Background: an optimization exercise with open tools, aiming at a short achievable clock period and few clock cycles per item. Do not read the settings as production practice. Function was checked by simulation only, so behaviour that the tests miss may differ from the original. No run shown here takes its clock network from TritonCTS; it comes from the design's own scripts or RTL. The flow treats the clock pin as an ideal source. Dropping or thinning the clock tree relies on that and would not hold on a real chip. Power and IR drop assume default switching activity.

[flow/flow/run.sh]
#!/bin/bash
# Standard ORFS layout, except that the clock tree is built by flow/manual_cts.tcl:
# the clock port drives 4 root buffers, each drives mid buffers, each drives leaf
# buffers over compact clusters of registers (all clkbuf_16, 3 buffers to every
# register). Each tool's log stays in orfs/logs; this script's output in flow_run.log.
set -euo pipefail
here=$(pwd)
export MCTS_DIR=$here/flow
export PRE_CTS_TCL=$here/flow/pre_cts.tcl
export MCTS_LEAF_SIZE=22
export MCTS_MID_SIZE=15
export MCTS_ROOTS=4
# every port keeps its buffer, a buf_4 rather than the default pick
export BUFFER_PORTS_ARGS="-buffer_cell sky130_fd_sc_hd__buf_4"
# more antenna repair passes after global and detailed routing than the default 5
export MAX_REPAIR_ANTENNAS_ITER_GRT=10
export MAX_REPAIR_ANTENNAS_ITER_DRT=15
bash standard.sh finish 2>&1 | tee $here/flow_run.log
[flow/flow/manual_cts.tcl]
# Manual three-level clock tree: root -> mid buffers -> leaf buffers -> registers.
# Sinks are grouped into compact clusters of about LEAF_SIZE registers by slicing the
# die into columns by x and then chunking each column by y; leaf buffers are grouped
# the same way under mid buffers. Every register sees the same number of buffers.

proc mcts_centroid {pts} {
  set sx 0; set sy 0; set n 0
  foreach p $pts { set sx [expr {$sx + [lindex $p 1]}]; set sy [expr {$sy + [lindex $p 2]}]; incr n }
  return [list [expr {int($sx / $n)}] [expr {int($sy / $n)}]]
}

# pts: list of {id x y}; returns list of clusters (each a list of pts) of about size each.
proc mcts_cluster {pts size} {
  set n [llength $pts]
  set nclu [expr {max(1, int(round(double($n) / $size)))}]
  set ncol [expr {max(1, int(round(sqrt($nclu))))}]
  set sorted [lsort -integer -index 1 $pts]
  set clusters {}
  set per_col [expr {double($n) / $ncol}]
  for {set c 0} {$c < $ncol} {incr c} {
    set a [expr {int(round($c * $per_col))}]
    set b [expr {int(round(($c + 1) * $per_col)) - 1}]
    set col [lsort -integer -index 2 [lrange $sorted $a $b]]
    set m [llength $col]
    set k [expr {max(1, int(round(double($m) / $size)))}]
    set per [expr {double($m) / $k}]
    for {set j 0} {$j < $k} {incr j} {
      set a2 [expr {int(round($j * $per))}]
      set b2 [expr {int(round(($j + 1) * $per)) - 1}]
      # serpentine order keeps neighbouring clusters adjacent
      lappend clusters [lrange $col $a2 $b2]
    }
  }
  return $clusters
}

proc mcts_make_buf {block master name x y in_net} {
  set inst [odb::dbInst_create $block $master $name]
  $inst setLocation $x $y
  $inst setPlacementStatus PLACED
  set net [odb::dbNet_create $block "${name}_net"]
  $net setSigType CLOCK
  [$inst findITerm A] connect $in_net
  [$inst findITerm X] connect $net
  return [list $inst $net]
}

proc manual_clock_tree {args} {
  set leaf_size [expr {[info exists ::env(MCTS_LEAF_SIZE)] ? $::env(MCTS_LEAF_SIZE) : 24}]
  set mid_size  [expr {[info exists ::env(MCTS_MID_SIZE)] ? $::env(MCTS_MID_SIZE) : 14}]
 set nroots    [expr {[info exists ::env(MCTS_ROOTS)] ? $::env(MCTS_ROOTS) : 4}]
  set bufname   [expr {[info exists ::env(MCTS_BUF)] ? $::env(MCTS_BUF) : "sky130_fd_sc_hd__clkbuf_16"}]
  set block [ord::get_db_block]
  set master [[ord::get_db] findMaster $bufname]
  set clk [$block findNet aclk]
  $clk setSigType CLOCK
  set sinks {}
  set i 0
  foreach it [$clk getITerms] {
    set inst [$it getInst]
    set bb [$inst getBBox]
    set x [expr {([$bb xMin] + [$bb xMax]) / 2}]
    set y [expr {([$bb yMin] + [$bb yMax]) / 2}]
    lappend sinks [list $i $x $y]
    set iterm($i) $it
    incr i
  }
  puts "manual_clock_tree: [llength $sinks] sinks"
  set w [$master getWidth]
  set h [$master getHeight]
  # leaves
  set leaves [mcts_cluster $sinks $leaf_size]
  set leafpts {}
  set li 0
  foreach cl $leaves {
    set c [mcts_centroid $cl]
    lappend leafpts [list $li [lindex $c 0] [lindex $c 1]]
    set leafcl($li) $cl
    incr li
  }
  set mids [mcts_cluster $leafpts $mid_size]
  set midpts {}
  set mi 0
  foreach mcl $mids {
    set c [mcts_centroid $mcl]
    lappend midpts [list $mi [lindex $c 0] [lindex $c 1]]
    set midcl($mi) $mcl
    incr mi
  }
  # the port drives up to nroots root buffers directly, each in its own region
  set roots [mcts_cluster $midpts [expr {double([llength $midpts]) / $nroots}]]
  puts "manual_clock_tree: [llength $leaves] leaves, [llength $mids] mid buffers, [llength $roots] roots"
  set ri 0
  foreach rcl $roots {
    set c [mcts_centroid $rcl]
    set root [mcts_make_buf $block $master "mcts_root_$ri" [expr {[lindex $c 0] - $w/2}] [expr {[lindex $c 1] - $h/2}] $clk]
    set root_net [lindex $root 1]
    incr ri
    foreach mp $rcl {
    set mi [lindex $mp 0]
    set mcl $midcl($mi)
    set mid [mcts_make_buf $block $master "mcts_mid_$mi" [expr {[lindex $mp 1] - $w/2}] [expr {[lindex $mp 2] - $h/2}] $root_net]
    set mid_net [lindex $mid 1]
    foreach lp $mcl {
      set lid [lindex $lp 0]
      set leaf [mcts_make_buf $block $master "mcts_leaf_$lid" [expr {[lindex $lp 1] - $w/2}] [expr {[lindex $lp 2] - $h/2}] $mid_net]
      set leaf_net [lindex $leaf 1]
      foreach sp $leafcl($lid) {
        set it $iterm([lindex $sp 0])
        $it disconnect
        $it connect $leaf_net
      }
    }
    }
  }
  global_connect
}
[flow/flow/pre_cts.tcl]
# Replaces TritonCTS in ORFS's cts step with the manual three-level tree of
# manual_cts.tcl; the rest of the cts step (placement legalisation, timing repair)
# runs as usual, on the propagated clock.
source $::env(MCTS_DIR)/manual_cts.tcl
rename clock_tree_synthesis __tritoncts_clock_tree_synthesis
proc clock_tree_synthesis {args} {
  puts "clock_tree_synthesis replaced by manual_clock_tree (args ignored: $args)"
  manual_clock_tree
  set_propagated_clock [all_clocks]
}
[flow/standard.sh]
#!/bin/bash
# synth_recipe.tcl (not shown) runs the flow's synth.tcl, then flattens the netlist and writes it again
# the make line also repeats each setting of config.mk as NAME=value (left out here)
make -C /OpenROAD-flow-scripts/flow DESIGN_CONFIG=/design/flow/config.mk WORK_HOME=/design/flow/orfs CLKGATE_MAP_FILE= SYNTH_SCRIPT=/design/flow/synth_recipe.tcl "${@:-finish}"
[flow/config.mk]
export PLATFORM = sky130hd
export DESIGN_NAME = palette_rle_sprite_line_decoder
export DESIGN_NICKNAME = palette_rle_sprite_line_decoder
export VERILOG_FILES = /design/flow/design.v
export SDC_FILE = /design/flow/constraint.sdc
export NUM_CORES = 4
export LEC_CHECK = 0
export ABC_CLOCK_PERIOD_IN_PS = 2500
export CAP_MARGIN = 20
export CORE_MARGIN = 2
export CORE_UTILIZATION = 65
export PLACE_DENSITY = 0.72
export SETUP_SLACK_MARGIN = 3.8
export SLEW_MARGIN = 20
[flow/constraint.sdc]
create_clock -name core_clock -period 6.0 [get_ports {aclk}]
set_input_delay 1.2000 -clock core_clock [delete_from_list [all_inputs] [get_ports {aclk}]]
set_output_delay 1.2000 -clock core_clock [all_outputs]
set_load 0.01 [all_outputs]
[flow/design.v]
package prsld_pkg;
    localparam int FRAME_WIDTH_W = 12;
    localparam int COLUMN_W      = 12;
    localparam int COLOR_W       = 16;
    localparam int ALPHA_W       = 5;
    localparam int PIXEL_W       = ALPHA_W + COLOR_W;
    localparam int RUN_W         = 6;
    localparam int BYTE_W        = 8;
    localparam int INDEX_W       = 8;
    localparam int COL_W         = 13;    
    localparam int REM_W         = 14;    
    localparam logic [FRAME_WIDTH_W-1:0] FRAME_WIDTH_RESET = 12'd1;
    localparam logic [ALPHA_W-1:0]       ALPHA_OPAQUE      = 5'h1F;
    localparam logic [1:0] PH_TOKEN     = 2'd0;
    localparam logic [1:0] PH_RUN_ALPHA = 2'd1;
    localparam logic [1:0] PH_RUN_INDEX = 2'd2;
    localparam logic [1:0] PH_LITERAL   = 2'd3;
endpackage
module prsld_ram #(
    parameter int WIDTH = 16,
    parameter int DEPTH = 256,
    parameter int GROUP = 16
) (
    input  logic                    aclk,
    input  logic                    clr,
    input  logic [DEPTH-1:0]        wsel,
    input  logic [DEPTH-1:0]        sel,
    input  logic [WIDTH-1:0]        wdata,
    output logic [WIDTH-1:0]        rdata
);
    localparam int NG = DEPTH / GROUP;
    logic [DEPTH-1:0][WIDTH-1:0] mem_reg;
    logic [DEPTH-1:0]            valid_reg;
    logic [DEPTH-1:0]            rsel;
    logic [NG-1:0][WIDTH-1:0]    part_d;
    logic [NG-1:0][WIDTH-1:0]    part_q;
    always_ff @(posedge aclk) begin
        for (int i = 0; i < DEPTH; i++) begin
            if (wsel[i]) begin
                mem_reg[i] <= wdata;
            end
            if (clr) begin
                valid_reg[i] <= 1'b0;
            end else if (wsel[i]) begin
                valid_reg[i] <= 1'b1;
            end
        end
    end
    assign rsel = sel & valid_reg;
    always_comb begin
        for (int g = 0; g < NG; g++) begin
            part_d[g] = '0;
            for (int k = 0; k < GROUP; k++) begin
                part_d[g] = part_d[g] | (mem_reg[g*GROUP+k] & {WIDTH{rsel[g*GROUP+k]}});
            end
        end
    end
    always_ff @(posedge aclk) begin
        part_q <= part_d;
    end
    always_comb begin
        rdata = '0;
        for (int g = 0; g < NG; g++) begin
            rdata = rdata | part_q[g];
        end
    end
endmodule
module prsld_palette #(
    parameter int ENTRIES = 256
) (
    input  logic         aclk,
    input  logic         clr,
    input  logic [7:0]   in_byte,
    input  logic [7:0]   in_index,
    input  logic         in_write,
    input  logic [15:0]  item_color,
    output logic [15:0]  rd_color
);
    logic [ENTRIES-1:0] sel_q;
    logic [ENTRIES-1:0] wsel_q;
    logic [15:0]        wd_q;
    logic [15:0]        rdata;
    logic [15:0]        rd_q;
    logic [15:0]        rlo_q, rhi_q, wlo_q, whi_q;
    always_ff @(posedge aclk) begin
        for (int k = 0; k < 16; k++) begin
            rlo_q[k] <= (in_byte[3:0] == 4'(k));
            rhi_q[k] <= (in_byte[7:4] == 4'(k));
            wlo_q[k] <= (in_index[3:0] == 4'(k));
            whi_q[k] <= in_write && (in_index[7:4] == 4'(k));
        end
    end
    always_ff @(posedge aclk) begin
        for (int i = 0; i < ENTRIES; i++) begin
            sel_q[i]  <= rhi_q[i / 16] && rlo_q[i % 16];
            wsel_q[i] <= whi_q[i / 16] && wlo_q[i % 16];
        end
        wd_q  <= item_color;
        rd_q  <= rdata;
    end
    prsld_ram #(
        .WIDTH (16),
        .DEPTH (ENTRIES),
        .GROUP (8)
    ) u_ram (
        .aclk  (aclk),
        .clr   (clr),
        .wsel  (wsel_q),
        .sel   (sel_q),
        .wdata (wd_q),
        .rdata (rdata)
    );
    assign rd_color = rd_q;
endmodule
import prsld_pkg::*;
module prsld_core #(
    parameter int FD = 8
) (
    input  logic                      aclk,
    input  logic                      aresetn,
    input  logic                      cfg_we,
    input  logic [FRAME_WIDTH_W-1:0]  cfg_wdata,
    input  logic                      s_valid,
    output logic                      s_ready,
    input  logic                      s_action,
    input  logic                      s_line_start,
    input  logic [BYTE_W-1:0]         s_data_byte,
    input  logic [INDEX_W-1:0]        s_palette_index,
    input  logic [COLOR_W-1:0]        s_palette_color,
    output logic                      m_valid,
    input  logic                      m_ready,
    output logic                      m_pixel_valid,
    output logic [COLUMN_W-1:0]       m_column,
    output logic [PIXEL_W-1:0]        m_pixel_value,
    output logic                      m_line_done,
    output logic                      m_overrun,
    output logic                      m_last
);
    localparam int PW = $clog2(FD);
    logic                      rst_q;
    logic [FRAME_WIDTH_W-1:0]  fw_q;
    logic                      wchg_q, wchg2_q, wchg3_q;
    logic [FRAME_WIDTH_W-1:0]  w_now;
    logic [FRAME_WIDTH_W-1:0]  weff_q;
    assign w_now = (fw_q == '0) ? FRAME_WIDTH_W'(1) : fw_q;
    always_ff @(posedge aclk) begin
        rst_q  <= !aresetn;
        if (!aresetn) begin
            fw_q    <= FRAME_WIDTH_RESET;
            weff_q  <= FRAME_WIDTH_RESET;
            wchg_q  <= 1'b0;
            wchg2_q <= 1'b0;
            wchg3_q <= 1'b0;
        end else begin
            if (cfg_we) begin
                fw_q <= cfg_wdata;
            end
            weff_q  <= w_now;
            wchg_q  <= cfg_we;
            wchg2_q <= wchg_q;
            wchg3_q <= wchg2_q;
        end
    end
    logic                s_ready_q;
    logic                s0_v;
    logic                s0_act;
    logic                s0_ls;
    logic [BYTE_W-1:0]   s0_b;
    logic [COLOR_W-1:0]  s0_pc;
    logic                s0_byte;
    logic                s0_skip, s0_lo5nz, s0_lo6nz;
    always_ff @(posedge aclk) begin
        s0_v   <= s_valid && s_ready_q && aresetn;
        s0_act <= s_action;
        s0_ls  <= s_line_start;
        s0_b   <= s_data_byte;
        s0_skip  <= (s_data_byte[7:6] == 2'b11);
        s0_lo5nz <= (s_data_byte[4:0] != '0);
        s0_lo6nz <= (s_data_byte[5:0] != '0);
        s0_pc  <= s_palette_color;
    end
    assign s0_byte = s0_v && s0_act;
    logic [COLOR_W-1:0]  pal_color;
    prsld_palette u_palette (
        .aclk        (aclk),
        .clr         (rst_q),
        .in_byte     (s_data_byte),
        .in_index    (s_palette_index),
        .in_write    (s_valid && s_ready_q && aresetn && !s_action),
        .item_color  (s0_pc),
        .rd_color    (pal_color)
    );
    logic [1:0]               ph_q, ph_e, ph_d;
    logic [RUN_W-1:0]         n_q, n_e, n_d;
    logic [ALPHA_W-1:0]       al_q, al_e, al_d;
    logic [7:0]               h_q, h_e, hm1_e;
    logic                     bq_q, bq_d;
    logic [5:0]               l_q, l_e, l_d, l_x;
    logic                     hneg_e, hz_e, h1_e;
    logic                     fin_q, fin_e, fin_d;
    logic                     colz_q, colz_e, colz_d;
    logic                     is_skip;
    logic [RUN_W-1:0]         x;
    logic                     borrow, lex;
    logic                     lt, le, rpos;
    logic                     d_pv, d_ov;
    logic [RUN_W-1:0]         d_cnt;
    logic [BYTE_W-1:0]        b;
    logic [COL_W:0]           wmc;
    assign b = s0_b;
    always_comb begin
        ph_e   = ph_q;
        n_e    = n_q;
        al_e   = al_q;
        fin_e  = fin_q;
        colz_e = colz_q;
        h_e    = h_q;
        hm1_e  = h_q - 8'd1;
        l_e    = l_q;
        hneg_e = bq_q ? (h_q[7] || h_q == 8'd0) : h_q[7];
        hz_e   = bq_q ? (h_q == 8'd1) : (h_q == 8'd0);
        h1_e   = bq_q ? (h_q == 8'd2) : (h_q == 8'd1);
    end
    assign is_skip = s0_skip;
    always_comb begin
        case (ph_e)
            PH_TOKEN:     x = is_skip ? b[RUN_W-1:0] : '0;
            PH_RUN_INDEX: x = n_e;
            PH_LITERAL:   x = RUN_W'(1);
            default:      x = '0;
        endcase
    end
    logic [5:0]  lsk;
    logic        bor_b, lex_b, bor_n, lex_n, bor_1, lex_1;
    logic [5:0]  lx_b, lx_n, lx_1;
    assign lsk   = l_q;
    assign bor_b = lsk < b[5:0];
    assign lex_b = lsk <= b[5:0];
    assign lx_b  = lsk - b[5:0];
    assign bor_n = l_q < n_q;
    assign lex_n = l_q <= n_q;
    assign lx_n  = l_q - n_q;
    assign bor_1 = (l_q == 6'd0);
    assign lex_1 = (l_q <= 6'd1);
    assign lx_1  = l_q - 6'd1;
    always_comb begin
        case (ph_e)
            PH_RUN_INDEX: begin borrow = bor_n; lex = lex_n; l_x = lx_n; end
            PH_LITERAL:   begin borrow = bor_1; lex = lex_1; l_x = lx_1; end
            default:      begin borrow = bor_b; lex = lex_b; l_x = lx_b; end
        endcase
    end
    assign lt     = hneg_e || (hz_e && borrow);
    assign le     = hneg_e || (hz_e && lex);
    assign rpos   = !hneg_e && !(hz_e && (l_e == '0));
    always_comb begin
        ph_d   = ph_e;
        n_d    = n_e;
        al_d   = al_e;
        bq_d   = 1'b0;
        l_d    = l_e;
        fin_d  = fin_e;
        colz_d = colz_e;
        d_pv   = 1'b0;
        d_cnt  = n_e;
        d_ov   = 1'b0;
        if (!fin_e) begin
            case (ph_e)
                PH_TOKEN: begin
                    case (b[7:6])
                        2'b00: begin
                            if (b[5]) begin
                                al_d = b[ALPHA_W-1:0];
                                n_d  = RUN_W'(1);
                                ph_d = PH_RUN_INDEX;
                            end else if (s0_lo5nz) begin
                                n_d  = RUN_W'(b[4:0]);
                                ph_d = PH_RUN_ALPHA;
                            end else if (!colz_e) begin
                                fin_d = 1'b1;
                            end
                        end
                        2'b01: begin
                            n_d = b[RUN_W-1:0];
                            if (s0_lo6nz) begin
                                ph_d = PH_LITERAL;
                            end else begin
                                fin_d = !rpos;
                            end
                        end
                        2'b10: begin
                            n_d  = b[RUN_W-1:0];
                            al_d = ALPHA_OPAQUE;
                            ph_d = PH_RUN_INDEX;
                        end
                        default: begin
                            l_d    = l_x;
                            bq_d   = borrow;
                            colz_d = colz_e && (x == '0);
                            d_ov   = lt;
                            fin_d  = le;
                        end
                    endcase
                end
                PH_RUN_ALPHA: begin
                    al_d = b[ALPHA_W-1:0];
                    ph_d = PH_RUN_INDEX;
                end
                PH_RUN_INDEX: begin
                    ph_d = PH_TOKEN;
                    if (n_e == '0) begin
                        fin_d = !rpos;
                    end else begin
                        l_d    = l_x;
                        bq_d   = borrow;
                        colz_d = 1'b0;
                        d_ov   = lt;
                        fin_d  = le;
                        d_pv   = rpos;
                        d_cnt  = lt ? l_e : n_e;
                    end
                end
                default: begin
                    l_d    = l_x;
                    bq_d   = borrow;
                    colz_d = 1'b0;
                    n_d    = n_e - RUN_W'(1);
                    d_pv   = rpos;
                    d_cnt  = RUN_W'(1);
                    d_ov   = !rpos;
                    if (n_e == RUN_W'(1)) begin
                        ph_d  = PH_TOKEN;
                        fin_d = le;
                    end
                end
            endcase
        end
    end
    logic [COL_W:0] wmc_q;
    always_ff @(posedge aclk) begin
        wmc_q <= wmc;
    end
    assign wmc = {2'b00, weff_q} - {1'b0, colacc_q};
    logic take_ls;
    assign take_ls = s_valid && s_ready_q && aresetn && s_action && s_line_start;
    always_ff @(posedge aclk) begin
        if (take_ls) begin
            ph_q   <= PH_TOKEN;
            n_q    <= '0;
            al_q   <= '0;
            h_q    <= {2'b00, weff_q[11:6]};
            bq_q   <= 1'b0;
            l_q    <= weff_q[5:0];
            fin_q  <= 1'b0;
            colz_q <= 1'b1;
        end else if (rst_q) begin
            ph_q  <= PH_TOKEN;
            fin_q <= 1'b1;
        end else if (s0_byte) begin
            ph_q   <= ph_d;
            n_q    <= n_d;
            al_q   <= al_d;
            h_q    <= bq_q ? hm1_e : h_q;
            bq_q   <= bq_d;
            l_q    <= l_d;
            fin_q  <= fin_d;
            colz_q <= colz_d;
        end else if (wchg3_q) begin
            h_q  <= wmc_q[COL_W:6];
            bq_q <= 1'b0;
            l_q <= wmc_q[5:0];
        end
    end
    localparam int DW = 1 + COLUMN_W + RUN_W + ALPHA_W + 3;
    localparam int EW = DW + COLOR_W;
    logic                 d1_v, d2_v;
    logic                 d1_pv, d1_lit, d1_idx, d1_lt, d1_ld, d1_ov, d1_ls;
    logic                 d1_fin, d1_skip, d1_nz, d1_rpos;
    logic [RUN_W-1:0]     d1_l, d1_n, d1_xc, d2_cnt;
    logic [ALPHA_W-1:0]   d1_al;
    logic [COL_W-1:0]     colacc_q, d1_col0;
    logic [DW-1:0]        d2_q, d3_q;
    logic                 d3_v;
    assign d1_col0 = d1_ls ? '0 : colacc_q;
    assign d1_pv   = !d1_fin && d1_rpos && ((d1_idx && d1_nz) || d1_lit);
    assign d1_ov   = !d1_fin && ((d1_skip && d1_lt) || (d1_idx && d1_nz && d1_lt) || (d1_lit && !d1_rpos));
    assign d2_cnt  = d1_lit ? RUN_W'(1) : (d1_lt ? d1_l : d1_n);
    always_ff @(posedge aclk) begin
        d1_v   <= s0_byte;
        d2_v   <= d1_v && !rst_q;
        d3_v   <= d2_v && !rst_q;
        d3_q   <= d2_q;
        d1_fin  <= fin_e;
        d1_lit  <= (ph_e == PH_LITERAL);
        d1_idx  <= (ph_e == PH_RUN_INDEX);
        d1_skip <= (ph_e == PH_TOKEN) && is_skip;
        d1_nz   <= (n_e != '0);
        d1_rpos <= rpos;
        d1_lt  <= lt;
        d1_l   <= l_e;
        d1_n   <= n_e;
        d1_xc  <= fin_e ? '0 : x;
        d1_ls  <= s0_ls;
        d1_al  <= al_e;
        d1_ld  <= fin_d;
        if (d1_v) begin
            colacc_q <= d1_col0 + COL_W'(d1_xc);
        end
        d2_q <= {d1_pv,
                 d1_pv ? d1_col0[COLUMN_W-1:0] : COLUMN_W'(0),
                 d1_pv ? d2_cnt - RUN_W'(1) : RUN_W'(0),
                 d1_pv ? (d1_lit ? ALPHA_OPAQUE : d1_al) : ALPHA_W'(0),
                 !d1_pv || (d2_cnt == RUN_W'(1)),
                 d1_ld,
                 d1_ov};
    end
    logic [EW-1:0]       q_mem [FD];
    logic [PW:0]         wp_q, rp_q;
    logic                q_ne;
    logic [FD-1:0]       wpo_q;
    always_ff @(posedge aclk) begin
        if (rst_q) begin
            wpo_q <= FD'(1);
        end else if (d3_v) begin
            wpo_q <= {wpo_q[FD-2:0], wpo_q[FD-1]};
        end
        for (int k = 0; k < FD; k++) begin
            if (d3_v && wpo_q[k]) begin
                q_mem[k] <= {d3_q, d3_q[DW-1] ? pal_color : COLOR_W'(0)};
            end
        end
    end
    logic [PW:0]         qn_q;
    assign q_ne = (qn_q != '0);
    logic [PW:0] cnt_q, cnt_next;
    logic        take_byte, pop;
    assign take_byte = s_valid && s_ready_q && aresetn && s_action;
    logic                 mv_q;
    logic                 o_pv;
    logic [COLUMN_W-1:0]  o_col;
    logic [PIXEL_W-1:0]   o_val;
    logic                 o_ld, o_ov, o_last;
    logic [RUN_W-1:0]     left_q;
    logic                 c_ld, c_ov;
    logic                 adv;
    logic [EW-1:0]        h;
    logic                 h_pv, h_ld, h_ov, h_last0;
    logic [COLUMN_W-1:0]  h_col;
    logic [RUN_W-1:0]     h_left;
    logic [ALPHA_W-1:0]   h_alpha;
    logic [COLOR_W-1:0]   h_color;
    localparam int OW = 1 + COLUMN_W + PIXEL_W + 3;
    logic          xv_q;
    logic          room;
    logic [OW-1:0] rq_mem [4];
    logic [1:0]    rwp_q, rrp_q;
    logic [2:0]    rc_q;
    logic          hand;
    logic [OW-1:0] r_q;
    assign room = (rc_q != 3'd4);
    assign adv  = !xv_q || room;
    assign hand = mv_q && m_ready;
    assign pop = adv && (left_q == '0) && q_ne;
    assign cnt_next = cnt_q + (PW+1)'(take_byte) - (PW+1)'(pop);
    assign h   = q_mem[rp_q[PW-1:0]];
    assign {h_pv, h_col, h_left, h_alpha, h_last0, h_ld, h_ov, h_color} = h;
    always_ff @(posedge aclk) begin
        if (rst_q) begin
            wp_q      <= '0;
            rp_q      <= '0;
            qn_q      <= '0;
            left_q    <= '0;
            s_ready_q <= !cfg_we && !wchg_q;
            cnt_q     <= (PW+1)'(take_byte);
        end else begin
            if (d3_v && !rst_q) begin
                wp_q <= wp_q + 1'b1;
            end
            s_ready_q <= ((cnt_q + (PW+1)'(take_byte)) < (PW+1)'(FD)) && !cfg_we && !wchg_q;
            cnt_q     <= cnt_next;
            qn_q      <= qn_q + (PW+1)'(d3_v) - (PW+1)'(pop);
            if (adv) begin
                if (left_q != '0) begin
                    left_q <= left_q - RUN_W'(1);
                end else if (q_ne) begin
                    left_q <= h_left;
                    rp_q   <= rp_q + 1'b1;
                end
            end
        end
    end
    always_ff @(posedge aclk) begin
        if (rst_q) begin
            xv_q <= 1'b0;
        end else if (adv) begin
            xv_q <= (left_q != '0) || q_ne;
        end
    end
    always_ff @(posedge aclk) begin
        if (xv_q && room) begin
            rq_mem[rwp_q] <= {o_pv, o_col, o_val, o_ld, o_ov, o_last};
        end
        if (rst_q) begin
            rwp_q <= 2'd0;
            rrp_q <= 2'd0;
            rc_q  <= 3'd0;
        end else begin
            if (xv_q && room) begin
                rwp_q <= rwp_q + 2'd1;
            end
            if (hand) begin
                rrp_q <= rrp_q + 2'd1;
            end
            rc_q <= rc_q + 3'(xv_q && room) - 3'(hand);
        end
    end
    always_ff @(posedge aclk) begin
        if (!aresetn || rst_q) begin
            mv_q <= 1'b0;
        end else begin
            mv_q <= rc_q > 3'(hand);
        end
        r_q <= hand ? rq_mem[rrp_q + 2'd1] : rq_mem[rrp_q];
    end
    always_ff @(posedge aclk) begin
        if (adv) begin
            if (left_q != '0) begin
                o_col  <= o_col + COLUMN_W'(1);
                o_last <= (left_q == RUN_W'(1));
                o_ld   <= (left_q == RUN_W'(1)) && c_ld;
                o_ov   <= (left_q == RUN_W'(1)) && c_ov;
            end else begin
                o_pv   <= h_pv;
                o_col  <= h_col;
                o_val  <= {h_alpha, h_color};
                o_last <= h_last0;
                o_ld   <= h_last0 && h_ld;
                o_ov   <= h_last0 && h_ov;
                c_ld   <= h_ld;
                c_ov   <= h_ov;
            end
        end
    end
    assign s_ready = s_ready_q;
    assign m_valid = mv_q;
    assign {m_pixel_valid, m_column, m_pixel_value, m_line_done, m_overrun, m_last} = r_q;
endmodule
import prsld_pkg::*;
module palette_rle_sprite_line_decoder #(
    parameter int PALETTE_ENTRIES = 256,
    parameter int MAX_WIDTH       = 4096
) (
    input  logic                      aclk,
    input  logic                      aresetn,
    input  logic                      cfg_we,
    input  logic [prsld_pkg::FRAME_WIDTH_W-1:0]  cfg_wdata,
    input  logic                      s_valid,
    output logic                      s_ready,
    input  logic                      s_action,
    input  logic                      s_line_start,
    input  logic [prsld_pkg::BYTE_W-1:0]         s_data_byte,
    input  logic [prsld_pkg::INDEX_W-1:0]        s_palette_index,
    input  logic [prsld_pkg::COLOR_W-1:0]        s_palette_color,
    output logic                      m_valid,
    input  logic                      m_ready,
    output logic                      m_pixel_valid,
    output logic [prsld_pkg::COLUMN_W-1:0]       m_column,
    output logic [prsld_pkg::PIXEL_W-1:0]        m_pixel_value,
    output logic                      m_line_done,
    output logic                      m_overrun,
    output logic                      m_last
);
    prsld_core u_core (
        .aclk            (aclk),
        .aresetn         (aresetn),
        .cfg_we          (cfg_we),
        .cfg_wdata       (cfg_wdata),
        .s_valid         (s_valid),
        .s_ready         (s_ready),
        .s_action        (s_action),
        .s_line_start    (s_line_start),
        .s_data_byte     (s_data_byte),
        .s_palette_index (s_palette_index),
        .s_palette_color (s_palette_color),
        .m_valid         (m_valid),
        .m_ready         (m_ready),
        .m_pixel_valid   (m_pixel_valid),
        .m_column        (m_column),
        .m_pixel_value   (m_pixel_value),
        .m_line_done     (m_line_done),
        .m_overrun       (m_overrun),
        .m_last          (m_last)
    );
endmodule
==> flow_summary.toml, run 1 <==
[run_status]
status = "complete, no violations"

[synth]
synth_commonest_cells = "edfxtp_1, a22oi_1, dfxtp_1"
synthCells = 12400
seq_area_frac_synth = 0.816
synth.distinct_cells = 77
synth_area_um2 = 211000
synthArstFlopShare = 0
synth.area.top_cells = "edfxtp_1, dfxtp_1, a22oi_1"
yosys_most_used_dff = "edfxtp_1"
yosysTopAreaCellShare = 0.661
synth_fp_nets = 12500
yosysWarnings = 4
synth_edf_count = 4652
yosysMostFrequentCell = "edfxtp_1"
ys_seq_elements = 6281
synth_area_per_cell_um2 = 17.1
synth_area_leader_cell = "edfxtp_1"

[sta]
worst_slack_ns = 3.59
slew_headroom = 0.152
hold_viol = 0
period_share = 0.402
finClkSkew_ns = 0.0416
setup-violations-final = 0
rsz0062_at_grt = "true"
setup_tns_ns = 0
min_period_ns = 2.41
drv_slew = 0
worst_slew_pin_slew_ns = 1.27
max_freq_ghz = 0.414

[global_route]
grt_max_degree = 203
grt_pass1_wl_um = 770000
grt_use_total = 0.323
antenna_found_initial = 83
overflow = 0
grt_pass1_vias = 109000

[floorplanning]
die_y_um = 574
rows = 209
initial_utilization = 0.652
coreArea_um2 = 324000
ios = 90
die_w_um = 574
die_area_um2 = 330000

[power_and_ir_drop]
vdd_drop_max_mv = 0.282
p_leak_nw = 72.0
power_density_nw_per_um2 = 325

[setup_path]
start_kind = "flip-flop"
critical_path_class = "flip-flop to primary output"
r2r_cells = 3
cpLargestDelayFamily = "flip-flops"
cp_cell_sequence = "buf_6"
crit_path_max_fanout = 2
cp_num_buf_inv = 1
cpMaxStageDelayCell = "dfxtp_4"
r2r_start = "u_core.u_palette.u_ram.part_q[403]$_DFF_P_"
critPathMaxStageDelay_ns = 0.37
required_ns = 4.80
startpoint = "u_core.mv_q$_SDFF_PP0_"
arrival_ns = 1.21
worst_setup_path_end_kind = "primary output"
cp_num_cells = 1

[cells_and_area]
drive_gt1_frac = 0.0841
regArea_um2 = 172000
nNetsFinal = 12400
fill_cells = 20200
largest_reg_flops = 4096
fin_area_um2 = 226000
multi_input_area_um2 = 36900
synthToLayoutAreaGrowth_pct = 7.20

[routing]
wl_per_cell_um = 32.5
drtIter0Drc = 17900
vias = 115000
firstDrtPassIters = 9
ant_nets = 0
routed_via_density = 6.83
route.detailed.drc = 0
drt_wl_total_um = 547000

[min_path]
min_path_cells = 0
worstHoldStart = "u_core.s0_pc[2]$_DFF_P_"
hold_class = "flip-flop to flip-flop"

[placed_design]
place_ws_ns = 2.73
gp_congestion = 0.857
portBuffers = 89
placed_area_um2 = 216000
post-dp-hpwl_um = 311000

[job]
max_cap_violations = 0

[clocking]
clk_pin_slew_ns = 0.09
clk-insertion-delay-late_ns = 0.73
## what timing repair did
| item | 4_1_cts | 5_1_grt |
|---|---|---|
| setup buffers | 39 | 38 |
| pin swaps | 35 | 44 |
| resized for setup | 198 | 73 |
| hold buffers | 0 | 0 |
| gates cloned | 3 | 5 |
| endpoints found under the setup margin | 1109 | 608 |
## path summary, 6_finish.rpt
kind	endpoint	slack [ns]
setup / recovery	m_valid	3.59
setup reg to reg	u_core.u_palette.rd_q[3]$_DFF_P_	3.65
hold / removal	u_core.u_palette.wd_q[2]$_DFF_P_	0.31
hold reg to reg	u_core.u_palette.wd_q[2]$_DFF_P_	0.31
## through the flow
stage	hold slack [ns]	total power [mW]	std cells	util
floorplan	0.309	50.9	12400	-
global placement	0.314	52.3	16200	0.668
detailed placement	0.312	52.4	16200	0.668
CTS	0.322	73.4	16600	0.696
global route	0.330	75.5	16700	0.698
finish	0.309	73.6	16800	0.699
## power breakdown
part,total [mW],leakage (nW),switching [mW],internal (mW)
combinational,3.94,13.0,2.31,1.62
clock,21.5,3.86,12.3,9.22
sequential,48.2,55.2,0.743,47.5
## layout make-up
type / count / share of cell area
antenna: 183 / 0.00202
buffer: 313 / 0.0346
inverter: 82 / 0.00150
multi-input combinational: 5313 / 0.163
sequential: 6281 / 0.762
tap: 4325 / 0.0239
timing repair buffer: 305 / 0.0133
timing repair inverter: 1 / 0.0000387
## cell families after synthesis
family	Yosys count	synth area share
adders and majority gates	79	0.00489
muxes	137	0.0111
AOI/OAI and AO/OA	2401	0.0849
buffers and inverters	795	0.0143
DFF	6281	0.816
and+or+nand+nor	2639	0.0668
xor gates and xnor gates	54	0.00224
## per-layer routing
layer / global-route usage / share of wire / vias to the layer above
met4: 0.128 / 0.041 / 26
met3: 0.0624 / 0.12 / 952
met1: 0.458 / 0.37 / 58300
met5: 0 / 0.00056 / -
met2: 0.503 / 0.47 / 7471
li1: - / - / 48000
## cell usage in the layout, fill, tap and decap left out, types with 26 or more instances in the layout
master / netlist / routed
a21oi_1: 54 / 45
edfxtp_1: 4652 / 4652
nand2b_1: 30 / 26
nand4_1: 559 / 559
clkbuf_16: 0 / 315
xnor2_1: 35 / 33
diode_2: 0 / 183
o21ai_0: 54 / 43
nor3_1: 54 / 50
mux4_2: 74 / 74
and2_1: 818 / 803
ha_1: 73 / 45
nor4_2: 0 / 36
nor4_1: 139 / 97
buf_4: 2 / 211
inv_1: 81 / 62
a22oi_1: 2087 / 2087
dfxtp_2: 0 / 79
buf_6: 0 / 58
a222oi_1: 49 / 49
nand2_1: 213 / 211
dfxtp_1: 1629 / 1525
mux2_2: 42 / 42
nor2_1: 730 / 725
Testbench counts, summed over its fixed seeds: cycles 57,090, items 37,997.
==> inputs of run 2 (changes only) <==
--- a/flow/config.mk
+++ b/flow/config.mk
@@ -5,10 +5,10 @@
 export SDC_FILE = /design/flow/constraint.sdc
 export NUM_CORES = 4
 export LEC_CHECK = 0
-export ABC_CLOCK_PERIOD_IN_PS = 2500
+export ABC_CLOCK_PERIOD_IN_PS = 2000
 export CAP_MARGIN = 20
 export CORE_MARGIN = 2
 export CORE_UTILIZATION = 65
 export PLACE_DENSITY = 0.72
-export SETUP_SLACK_MARGIN = 3.8
+export SETUP_SLACK_MARGIN = 3.9
 export SLEW_MARGIN = 20
==> run 2 against run 1 <==
Net effect: still clean on timing, DRC and antenna; die area stayed put; design area rose by 0.43%; global-route usage rose by 0.64 points; worst hold slack improved by 0.019 ns; core utilization up 0.30 points; critical endpoint unchanged; largest power group unchanged.
==> flow_summary.toml, run 2 <==
[run_status]
status = "complete, no violations"

[sta]
worst_slack_ns = 3.57
max_freq_ghz = 0.412
hold_viol = 0
min_period_ns = 2.43
drv_slew = 0
period_share = 0.404
setup_tns_ns = 0
setup-violations-final = 0
slew_headroom = 0.177
finClkSkew_ns = 0.0482
rsz0062_at_grt = "true"
worst_slew_pin_slew_ns = 1.23

[global_route]
antenna_found_initial = 75
grt_max_degree = 201
grt_use_total = 0.329
grt_pass1_vias = 109000
overflow = 0
grt_pass1_wl_um = 782000

[clocking]
clk-insertion-delay-late_ns = 0.73
clk_pin_slew_ns = 0.09
cts-hold-fix-buffers = 0

[synth]
yosysWarnings = 4
synth-compound-area-share = 0.0849
seq_area_frac_synth = 0.816
synth_area_leader_cell = "edfxtp_1"
synthCells = 12400
synth_area_per_cell_um2 = 17.1
yosysTopAreaCellShare = 0.661
synthArstFlopShare = 0
synth-xor-area-share = 0.00224
ys_seq_elements = 6281
yosysMostFrequentCell = "edfxtp_1"
synth_edf_count = 4652
synth_top_family_by_area = "compound AO/OA/AOI/OAI gates"
yosys.area_share.simple = 0.0668
synth_commonest_cells = "edfxtp_1, a22oi_1, dfxtp_1"
synth.distinct_cells = 77
synth.area.top_cells = "edfxtp_1, dfxtp_1, a22oi_1"
synth_fp_nets = 12500
muxShareOfSynthArea = 0.0111
synth_area_um2 = 211000
synth_fa_ha_area_frac = 0.00489
yosys_most_used_dff = "edfxtp_1"

[floorplanning]
coreArea_um2 = 324000
initial_utilization = 0.652
ios = 90
die_area_um2 = 330000
die_w_um = 574
die_y_um = 574
rows = 209

[setup_path]
ff2ff_setup_slack_ns = 3.69
cp_num_buf_inv = 1
required_ns = 4.80
start_kind = "flip-flop"
critical_path_class = "flip-flop to primary output"
critPathMaxStageDelay_ns = 0.40
cp_cell_sequence = "buf_6"
arrival_ns = 1.23
startpoint = "u_core.mv_q$_SDFF_PP0_"
crit_path_max_fanout = 2
cpMaxStageDelayCell = "dfxtp_4"
r2r_start = "u_core.l_q[1]$_DFFE_PP_"
worst_setup_path_end_kind = "primary output"
cpLargestDelayFamily = "flip-flops"

[cells_and_area]
synthToLayoutAreaGrowth_pct = 7.66
drive_gt1_frac = 0.0912
largest_reg_flops = 4096
fill_cells = 20100
final_cell_mix = "edfxtp_1, a22oi_1, dfxtp_1"
nNetsFinal = 12500
layout_commonest_cell = "edfxtp_1"
final_cells = 16900

[placed_design]
dp_cells = 16200
gp_congestion = 0.877
portBuffers = 89
place_ws_ns = 2.78
post-dp-hpwl_um = 313000

[routing]
ant_nets = 0
vias = 116000
route.detailed.drc = 0
drtIter0Drc = 18200
routed_via_density = 6.87
wl_per_cell_um = 33.2
firstDrtPassIters = 8
drt_wl_total_um = 559000

[min_path]
worstHoldStart = "u_core.s0_pc[12]$_DFF_P_"
hold_class = "flip-flop to flip-flop"

[job]
max_cap_violations = 0

[power_and_ir_drop]
p_leak_nw = 72.4
power_density_nw_per_um2 = 325
vdd_drop_max_mv = 0.285
==> run 2: stage by stage <==
stage / power [mW] / utilization / hold slack (ns) / instance area (um^2)
3_5_place_dp: 52.5 / 0.669 / 0.312 / 216000
5_1_grt: 75.8 / 0.701 / 0.332 / 227000
2_1_floorplan: 50.9 / - / 0.309 / 212000
6_report: 74.0 / 0.702 / 0.328 / 227000
4_1_cts: 73.6 / 0.698 / 0.329 / 226000
3_3_place_gp: 52.4 / 0.668 / 0.310 / 216000
==> run 2: repair_timing <==
action / in CTS / in global routing
buffers inserted: 56 / 62
pin swaps: 59 / 65
endpoints found under the setup margin: 1246 / 683
resized for setup: 210 / 93
cloned: 9 / 4
==> run 2: cell families (layout without fill, tap and decap cells) <==
family | after synthesis | count (layout)
simple gates | 2639 | 2643
flops | 6281 | 6281
compound gates | 2401 | 2401
buf+inv | 795 | 732
fa+ha+maj | 79 | 79
mux | 137 | 137
other cells | 0 | 213
xor+xnor | 54 | 54
==> run 2: layer usage <==
metal	global-route usage	vias up	wire, um
li1	-	48200	-
met1	0.465	58800	203000
met2	0.516	7825	265000
met3	0.0641	1006	68500
met4	0.127	10	22600
met5	0	-	63
==> run 2: final timing paths <==
path,endpoint,cells after the start
max reg2reg,u_core.l_q[5]$_DFFE_PP_,7
max,m_valid,1
min,u_core.u_palette.wd_q[12]$_DFF_P_,0
min reg2reg,u_core.u_palette.wd_q[12]$_DFF_P_,0
==> run 2: final cells by class <==
class	count	area [um^2]	area share
antenna	213	533	0.00234
multi-input combinational	5314	37400	0.164
timing repair buffer	336	3400	0.0149
buffer	313	7830	0.0344
timing repair inverter	1	8.76	0.0000385
sequential	6281	173000	0.759
tap	4325	5410	0.0238
inverter	82	347	0.00152
==> run 2: power breakdown <==
group | switching [mW] | total (mW) | internal [mW]
clock | 12.3 | 21.5 | 9.22
sequential | 0.789 | 48.2 | 47.5
combinational | 2.46 | 4.22 | 1.76
total | 15.5 | 74.0 | 58.4

[port drivers added, routing unchanged]
In the flow no input, the clock included, has a driving cell. The finished layouts below were timed again as built, in two steps.
Step 1, drivers: a clkbuf_16 drives aclk and a buf_2 each remaining input, both assumed.
Step 2 times the ports against the registers' clock, not the clock port: input delays grow and output delays shrink by t, the midpoint of the rising clock arrivals with the driver on.
a / b / c = ideal / step 1 / step 2; a / b = the first two.
run | t (ns) | setup slack, ns | worst setup path at the end | worst register clock-pin slew, ns
run 1 | 0.944 | 3.587 / 3.355 / 3.173 | input to register | 0.09 / 0.09
run 2 | 0.955 | 3.575 / 3.330 / 3.199 | input to register | 0.10 / 0.10
After both steps setup and hold are still met in every run listed. For run 1, which loses most, drivers alone change the setup slack by -0.232 ns; drivers and shift together by -0.414 ns.
